What follows belongs to an exercise in optimizing a design on an open flow for small area, a short achievable clock period and few clock cycles; a production flow would make more cautious choices.
RTL that was checked went through simulation tests only; none was proved equivalent to the original.
Power figures rest on the tool's default switching activity, not on a simulated workload.

## build 6
==> flow/design.v (excerpt) <==
module crc_codeword_packer_unit (
   input  logic        clock,
   input  logic        reset,
   input  logic        req_valid,
   output logic        req_ready,
   input  logic [7:0]  req_data_byte,
   output logic        rsp_valid,
   input  logic        rsp_ready,
   output logic [7:0]  rsp_out_byte,
   output logic        rsp_is_header,
   output logic        rsp_last_of_run,
   input  logic        csr_write_en,
   input  logic [1:0]  csr_index,
   input  logic [31:0] csr_wdata
);
Size in the first run: ~160 flip-flops, about 59 I/O pins.
make LEC_CHECK=0 CAP_MARGIN=20 CORE_MARGIN=2 CORE_UTILIZATION=40 SLEW_MARGIN=20 finish   # period 16.0 ns
run.sh (not shown) runs the stock make flow with config.mk's settings and CLKGATE_MAP_FILE= SYNTH_SCRIPT=/design/flow/synth_recipe.tcl, a recipe that flattens the netlist after the stock synthesis.
Testbench counts of build 6, summed over its fixed seeds: cycles 14,147.
Here is what was changed in the inputs of trial 16 compared with build 6.
Settings: CORE_UTILIZATION: 40 -> 60; ABC_CLOCK_PERIOD_IN_PS: unset -> 3500.
Notes after the runs:
Area of the die (trial 16 over build 6): decrease, 33%
Trial 16 vs build 6: via-per-instance ratio up in trial 16
Synthesis-to-finish area growth in trial 16 is 1.8 points below build 6.
Taking build 6 as the reference point, the global-route met3 utilization of trial 16 rises by 2.0 points.
Wire length: trial 16 vs build 6 down about 5%
Of trial 16 and build 6, the run reporting the lower setup slack was build 6.

---

crc_codeword_packer_unit, a different RTL version from the one above (not shown whole).
Size in the first run: ~190 flip-flops, roughly 59 I/O pins.
clock: 16.0 ns
lec_check: 0
abc_clock_period_in_ps: 3000
cap_margin: 20
core_margin: 2
core_utilization: 70
cts_buf_list: sky130_fd_sc_hd__clkbuf_8
cts_cluster_size: 30
slew_margin: 20
standard.sh (not shown) runs the stock make flow with config.mk's settings and CLKGATE_MAP_FILE= SYNTH_SCRIPT=/design/flow/synth_recipe.tcl, a recipe that flattens the netlist after the stock synthesis.
==> flow/flow/run.sh <==
#!/bin/bash
# Standard layout, with the timing repair steps aiming for setup slack well
# above zero at the design's clock period, plain buffers on the ports, and
# clock tree synthesis without dummy loads.
set -euo pipefail
bash standard.sh SETUP_SLACK_MARGIN=12.0 \
  "BUFFER_PORTS_ARGS=-buffer_cell sky130_fd_sc_hd__buf_4" \
  "CTS_ARGS=-sink_clustering_enable -repair_clock_nets -sink_clustering_size 30 -buf_list sky130_fd_sc_hd__clkbuf_8 -dont_use_dummy_load" \
  finish > standard_make.log 2>&1
Testbench counts at the start, summed over its fixed seeds: cycles 14,147.
==> next run, changes <==
--- a/flow/flow/run.sh
+++ b/flow/flow/run.sh
@@ -5,3 +5,3 @@
 set -euo pipefail
-bash standard.sh SETUP_SLACK_MARGIN=12.0 \
+bash standard.sh SETUP_SLACK_MARGIN=11.8 \
   "BUFFER_PORTS_ARGS=-buffer_cell sky130_fd_sc_hd__buf_4" \
- CORE_UTILIZATION: 70 -> 75
- PLACE_DENSITY: unset -> 0.8
What happened: The changed run finished clean. Total power drops by about 2.5%. Non-clock buffer count drops by 25. Global-route usage climbs by 2.3 points. Worst setup slack is worse by 0.052 ns. Die area drops by about 6.5%. Cell area drops by 3.7%. Via count climbs by about 0.5%.
==> next run, changes <==
--- a/flow/flow/run.sh
+++ b/flow/flow/run.sh
@@ -5,3 +5,3 @@
 set -euo pipefail
-bash standard.sh SETUP_SLACK_MARGIN=11.8 \
+bash standard.sh SETUP_SLACK_MARGIN=11.65 \
   "BUFFER_PORTS_ARGS=-buffer_cell sky130_fd_sc_hd__buf_4" \
- CORE_UTILIZATION: 75 -> 70
- PLACE_DENSITY: 0.8 -> unset
=> Via count is lower by 1.7%. Clock-buffer cell count stays the same. Total power is lower by 0.32%. Worst setup slack got worse by 0.046 ns. Routed wire length is lower by 1.7%. Synthesized cell count stays the same. Hold slack improved by 0.012 ns. Clock skew is higher by 0.022 ns. First-iteration DRC count is lower by 28%. Cell count is higher by 0.72%.
==> next run, changes <==
==> flow/flow/run.sh (replaced) <==
#!/bin/bash
# Standard layout, with the timing repair steps aiming for setup slack well
# above zero at the design's clock period, and clock tree synthesis without
# dummy loads.
set -euo pipefail
bash standard.sh SETUP_SLACK_MARGIN=11.65 \
  "CTS_ARGS=-sink_clustering_enable -repair_clock_nets -sink_clustering_size 30 -buf_list sky130_fd_sc_hd__clkbuf_8 -dont_use_dummy_load" \
  finish > standard_make.log 2>&1
Maximum frequency drops by 2.9%; area after synthesis does not change; non-clock buffer count climbs by 14; register-to-register slack improved by 0.10 ns; wire length climbs by 3.6%; setup slack got worse by 0.13 ns; utilization climbs by 2.4 points; final area climbs by 3.2%.
==> next run, changes <==
==> flow/flow/run.sh (replaced) <==
#!/bin/bash
# Standard layout, with the timing repair steps aiming for setup slack well
# above zero at the design's clock period, plain buffers on the ports, and
# clock tree synthesis without dummy loads.
set -euo pipefail
bash standard.sh SETUP_SLACK_MARGIN=11.8 \
  "BUFFER_PORTS_ARGS=-buffer_cell sky130_fd_sc_hd__buf_4" \
  "CTS_ARGS=-sink_clustering_enable -repair_clock_nets -sink_clustering_size 30 -buf_list sky130_fd_sc_hd__clkbuf_8 -dont_use_dummy_load" \
  finish > standard_make.log 2>&1
Outcome:
- maximum frequency goes up by 4.5%
- worst setup slack is better by 0.19 ns
- design area drops by 2.6%
- core utilization decreases by 2.1 points
- via count falls by 1.8%
- first-iteration DRC count went up by 9.5%
==> next run, changes <==
==> flow/flow/run.sh (replaced) <==
#!/bin/bash
# Standard layout, with the timing repair steps aiming for setup slack well
# above zero at the design's clock period, and clock tree synthesis without
# dummy loads.
set -euo pipefail
bash standard.sh SETUP_SLACK_MARGIN=11.3 \
  "CTS_ARGS=-sink_clustering_enable -repair_clock_nets -sink_clustering_size 30 -buf_list sky130_fd_sc_hd__clkbuf_8 -dont_use_dummy_load" \
  finish > standard_make.log 2>&1
First-iteration DRC count went up by 8.3%.
Area after synthesis stays the same.
Sequential cell count is unchanged.
Setup slack loses 0.46 ns.
Count of clock-buffer cells in the layout stays the same.
Final cell count is about the same.
Clock power went up by about 2%.

---

crc_codeword_packer_unit again, from the RTL that the note above started with.
// crc_codeword_packer_unit
module crc_codeword_packer_unit (
   input  logic        clock,
   input  logic        reset,
   input  logic        req_valid,
   output logic        req_ready,
   input  logic [7:0]  req_data_byte,
   output logic        rsp_valid,
   input  logic        rsp_ready,
   output logic [7:0]  rsp_out_byte,
   output logic        rsp_is_header,
   output logic        rsp_last_of_run,
   input  logic        csr_write_en,
   input  logic [1:0]  csr_index,
   input  logic [31:0] csr_wdata
);
   logic rst_ff;
   always_ff @(posedge clock) rst_ff <= reset;
   logic        isb;
   logic [15:0] poly;
   logic [4:0]  glen;
   logic [31:0] mreg;
   always_ff @(posedge clock) begin
      if (csr_write_en && csr_index == 2'd0)      isb <= csr_wdata[0];
      else if (rst_ff)                             isb <= 1'b1;
      if (csr_write_en && csr_index == 2'd1)      poly <= csr_wdata[15:0];
      else if (rst_ff)                             poly <= 16'd13;
      if (csr_write_en && csr_index == 2'd2)      glen <= csr_wdata[4:0];
      else if (rst_ff)                             glen <= 5'd4;
      if (csr_write_en && csr_index == 2'd3)      mreg <= csr_wdata;
      else if (rst_ff)                             mreg <= 32'd1;
   end
   logic [4:0]  r_c;
   logic [15:0] pal_c;
   always_comb begin
      if (glen == 5'd0)       r_c = 5'd0;
      else if (glen > 5'd17)  r_c = 5'd16;
      else                    r_c = glen - 5'd1;
      pal_c = (r_c == 5'd0) ? 16'd0 : (poly << (5'd16 - r_c));
   end
   logic [7:0] cc;
   logic [7:0] qa;    
   logic [7:0] qn;
   always_comb begin
      cc = {pal_c[9], pal_c[10], pal_c[11], pal_c[12], pal_c[13], pal_c[14], pal_c[15], 1'b1};
      qa[0] = 1'b1;
      qa[1] = cc[1];
      qa[2] = cc[2] ^ cc[1];
      qa[3] = cc[3] ^ (cc[1] & cc[1]);
      qa[4] = cc[4] ^ (cc[2] & cc[1]) ^ cc[2];
      qa[5] = cc[5] ^ (cc[3] & cc[1]) ^ (cc[1] & cc[2]);
      qa[6] = cc[6] ^ (cc[4] & cc[1]) ^ (cc[2] & cc[2]) ^ cc[3];
  ...
==> flow/config.mk <==
export PLATFORM = sky130hd
export DESIGN_NAME = crc_codeword_packer_unit
export DESIGN_NICKNAME = crc_codeword_packer_unit
export VERILOG_FILES = /design/flow/design.v
export SDC_FILE = /design/flow/constraint.sdc
export NUM_CORES = 4
export LEC_CHECK = 0
export ABC_CLOCK_PERIOD_IN_PS = 3000
export CAP_MARGIN = 20
export CORE_MARGIN = 2
export CORE_UTILIZATION = 70
export CTS_BUF_LIST = sky130_fd_sc_hd__clkbuf_8
export CTS_CLUSTER_SIZE = 30
export SLEW_MARGIN = 20
export TNS_END_PERCENT = 10
==> flow/constraint.sdc <==
create_clock -name core_clock -period 16.0 [get_ports {clock}]
set_input_delay 3.2000 -clock core_clock [delete_from_list [all_inputs] [get_ports {clock}]]
set_output_delay 3.2000 -clock core_clock [all_outputs]
set_load 0.01 [all_outputs]
==> flow/flow/run.sh <==
#!/bin/bash
# Standard layout, with the timing repair steps aiming for setup slack well
# above zero at the design's clock period, and clock tree synthesis without
# dummy loads.
set -euo pipefail
bash standard.sh SETUP_SLACK_MARGIN=11.5 \
  "CTS_ARGS=-sink_clustering_enable -repair_clock_nets -sink_clustering_size 30 -buf_list sky130_fd_sc_hd__clkbuf_8 -dont_use_dummy_load" \
  finish > standard_make.log 2>&1
Testbench counts at the start, summed over its fixed seeds: cycles 14,147.
Rerun with:
--- a/flow/config.mk
+++ b/flow/config.mk
@@ -14,2 +14 @@
 export SLEW_MARGIN = 20
-export TNS_END_PERCENT = 10
Synthesized area does not change.
Die area is unchanged.
First-iteration DRC count went up by 12%.
Worst hold slack got worse by 0.0053 ns.
Register-to-register slack got worse by 0.08 ns.
Clock skew went up by 0.0081 ns.
Core utilization went down by 0.12 points.
Synthesized cell count is unchanged.
Via count is unchanged.
Rerun with:
==> flow/flow/run.sh (replaced) <==
#!/bin/bash
# Standard layout, with the timing repair steps aiming for setup slack well
# above zero at the design's clock period, plain buffers on the ports, and
# clock tree synthesis without dummy loads.
set -euo pipefail
bash standard.sh SETUP_SLACK_MARGIN=11.85 \
  "BUFFER_PORTS_ARGS=-buffer_cell sky130_fd_sc_hd__buf_4" \
  "CTS_ARGS=-sink_clustering_enable -repair_clock_nets -sink_clustering_size 30 -buf_list sky130_fd_sc_hd__clkbuf_8 -dont_use_dummy_load" \
  finish > standard_make.log 2>&1
Outcome: The new run passed the timing, DRC and antenna checks; cell area barely changes; register-to-register slack improves by 0.21 ns; via count rose by 0.46%; global-route usage hardly moves; clock skew stays flat; sequential cell count stays the same; cell count grows by 0.54%; worst setup slack is better by 0.31 ns; total power rose by about 1%; clock-buffer cell count does not change; clock power hardly moves.

---

Another version of the RTL of crc_codeword_packer_unit (not shown whole).
Size in the first run: ~59 I/O pins, roughly 13000 um2 of cells after synthesis.
clock: 16.0 ns
lec_check: 0
abc_clock_period_in_ps: 3000
cap_margin: 20
core_margin: 2
core_utilization: 70
cts_buf_list: sky130_fd_sc_hd__clkbuf_8
cts_cluster_size: 30
slew_margin: 20
==> flow/flow/run.sh <==
#!/bin/bash
# Standard layout, with the timing repair steps aiming for setup slack well
# above zero at the design's clock period, plain buffers on the ports, and
# clock tree synthesis without dummy loads.
set -euo pipefail
bash standard.sh SETUP_SLACK_MARGIN=11.8 \
  "BUFFER_PORTS_ARGS=-buffer_cell sky130_fd_sc_hd__buf_4" \
  "CTS_ARGS=-sink_clustering_enable -repair_clock_nets -sink_clustering_size 30 -buf_list sky130_fd_sc_hd__clkbuf_8 -dont_use_dummy_load" \
  finish > standard_make.log 2>&1
The baseline went through all stages and came out clean.
Next try:
==> flow/flow/run.sh (replaced) <==
#!/bin/bash
# Standard layout, with the timing repair steps aiming for setup slack well
# above zero at the design's clock period, and clock tree synthesis without
# dummy loads.
set -euo pipefail
bash standard.sh SETUP_SLACK_MARGIN=11.5 \
  "CTS_ARGS=-sink_clustering_enable -repair_clock_nets -sink_clustering_size 30 -buf_list sky130_fd_sc_hd__clkbuf_8 -dont_use_dummy_load" \
  finish > standard_make.log 2>&1
Outcome: Total power grows by 0.45%; final area rises by 1.8%; global-route usage came out higher by 0.49 points.
Function was not checked in any run of this note: the RTL went through the layout flow alone.

---

crc_codeword_packer_unit with an RTL version that a note above also has.
For scale: about 190 flip-flops, roughly 0.013 mm^2 of cells after synthesis.
==> flow/config.mk <==
export PLATFORM = sky130hd
export DESIGN_NAME = crc_codeword_packer_unit
export DESIGN_NICKNAME = crc_codeword_packer_unit
export VERILOG_FILES = /design/flow/design.v
export SDC_FILE = /design/flow/constraint.sdc
export NUM_CORES = 4
export LEC_CHECK = 0
export ABC_CLOCK_PERIOD_IN_PS = 3000
export CAP_MARGIN = 20
export CORE_MARGIN = 2
export CORE_UTILIZATION = 75
export CTS_BUF_LIST = sky130_fd_sc_hd__clkbuf_8
export CTS_CLUSTER_SIZE = 30
export GPL_ROUTABILITY_DRIVEN = 0
export PLACE_DENSITY = 0.8
export SLEW_MARGIN = 20
==> flow/constraint.sdc <==
create_clock -name core_clock -period 16.0 [get_ports {clock}]
set_input_delay 3.2000 -clock core_clock [delete_from_list [all_inputs] [get_ports {clock}]]
set_output_delay 3.2000 -clock core_clock [all_outputs]
set_load 0.01 [all_outputs]
==> flow/flow/run.sh <==
#!/bin/bash
# Standard layout, with the timing repair steps aiming for setup slack well
# above zero at the design's clock period, plain buffers on the ports, and
# clock tree synthesis without dummy loads.
set -euo pipefail
bash standard.sh SETUP_SLACK_MARGIN=11.8 \
  "BUFFER_PORTS_ARGS=-buffer_cell sky130_fd_sc_hd__buf_4" \
  "CTS_ARGS=-sink_clustering_enable -repair_clock_nets -sink_clustering_size 30 -buf_list sky130_fd_sc_hd__clkbuf_8 -dont_use_dummy_load" \
  finish > standard_make.log 2>&1
Testbench counts at the start, summed over its fixed seeds: cycles 14,147.
Rerun with:
- CORE_UTILIZATION: 75 -> 70
- PLACE_DENSITY: 0.8 -> default
Die area increases by 6.9%. Routed wire length falls by 3.0%. Final cell count increases by 0.36%. Total power goes down by 1.1%. Clock skew is lower by 0.0043 ns. Non-clock buffer count drops by 3.
Rerun with:
- CORE_UTILIZATION: 70 -> 65
- GPL_ROUTABILITY_DRIVEN: 0 -> default
- clock skew climbs by 0.0052 ns
- flip-flop and latch count does not change
- synthesized area stays the same
- final area increases slightly
- non-clock buffer count grows by 1
- core utilization goes down by 5.2 points
- total power stays flat
- first-iteration DRC count drops by a few percent
- cell count is higher by a few percent
- routed wire length went up by a few percent
Rerun with:
==> flow/flow/run.sh (replaced) <==
#!/bin/bash
# Standard layout, with the timing repair steps aiming for setup slack well
# above zero at the design's clock period, and clock tree synthesis without
# dummy loads.
set -euo pipefail
bash standard.sh SETUP_SLACK_MARGIN=11.5 \
  "CTS_ARGS=-sink_clustering_enable -repair_clock_nets -sink_clustering_size 30 -buf_list sky130_fd_sc_hd__clkbuf_8 -dont_use_dummy_load" \
  finish > standard_make.log 2>&1
- CORE_UTILIZATION: 65 -> 75
- CTS_BUF_LIST: sky130_fd_sc_hd__clkbuf_8 -> default
- CTS_CLUSTER_SIZE: 30 -> default
- PLACE_DENSITY: default -> 0.85
The new run completed with no timing, DRC or antenna violations.
Total power increases by 0.69%.
Worst setup slack gets worse by 0.28 ns.
Sequential share of layout area decreases by 0.21 points.
Combinational power increases by about 2%.
Routed wire length increases by 3.0%.
Global-route usage increases by 4.9 points.
Maximum frequency decreases by 6.2%.
Sequential cell count does not change.
Register-to-register slack gets worse by 0.23 ns.
Die area decreases by 13%.

separate check: timing with driven ports:
The flow's constraints put no driver on any port. The routed layouts listed below were extracted and timed again, unchanged, in two steps.
Step 1 assumes that a clkbuf_16 drives the clock port and a buf_2 every other input.
Step 2 moves the port delays by t, midway between the first and last clock arrival at a register: inputs arrive t later, outputs are due t later. That takes back most of the time a late clock gives input paths.
Slacks: ideal / step 1 / step 2; pairs: ideal / step 1.
run	t (ns)	setup slack, ns	worst setup path after step 2	pins driven straight from the clock port
build 6	0.498	7.512 / 7.512 / 7.512	register to register	1
trial 16	0.479	7.776 / 7.776 / 7.776	register to register	1
the first run of note 2	0.495	11.875 / 11.832 / 11.411	input to register	1
the second run of note 2	0.512	11.824 / 11.779 / 11.349	input to register	1
the third run of note 2	0.508	11.778 / 11.734 / 11.351	input to register	1
the fourth run of note 2	0.495	11.653 / 11.630 / 11.164	input to register	1
the fifth run of note 2	0.502	11.840 / 11.796 / 11.371	input to register	1
the sixth run of note 2	0.497	11.379 / 11.343 / 10.901	input to register	1
the first run of note 3	0.490	11.421 / 11.381 / 10.962	input to register	1
the second run of note 3	0.494	11.559 / 11.581 / 11.087	input to register	1
the third run of note 3	0.485	11.872 / 11.832 / 11.412	input to register	1
the first run of note 4	0.498	11.813 / 11.801 / 11.319	input to register	1
the second run of note 4	0.502	11.560 / 11.579 / 11.076	input to register	1
the first run of note 5	0.498	11.807 / 11.792 / 11.330	input to register	1
the second run of note 5	0.502	11.833 / 11.788 / 11.396	input to register	1
the third run of note 5	0.504	11.830 / 11.784 / 11.359	input to register	1
the fourth run of note 5	0.514	11.555 / 11.577 / 11.063	input to register	1
After both steps setup and hold are still met in every run listed. The setup slack of the first run of note 4, which loses most, moves by -0.012 ns with the drivers and by -0.494 ns with both steps.
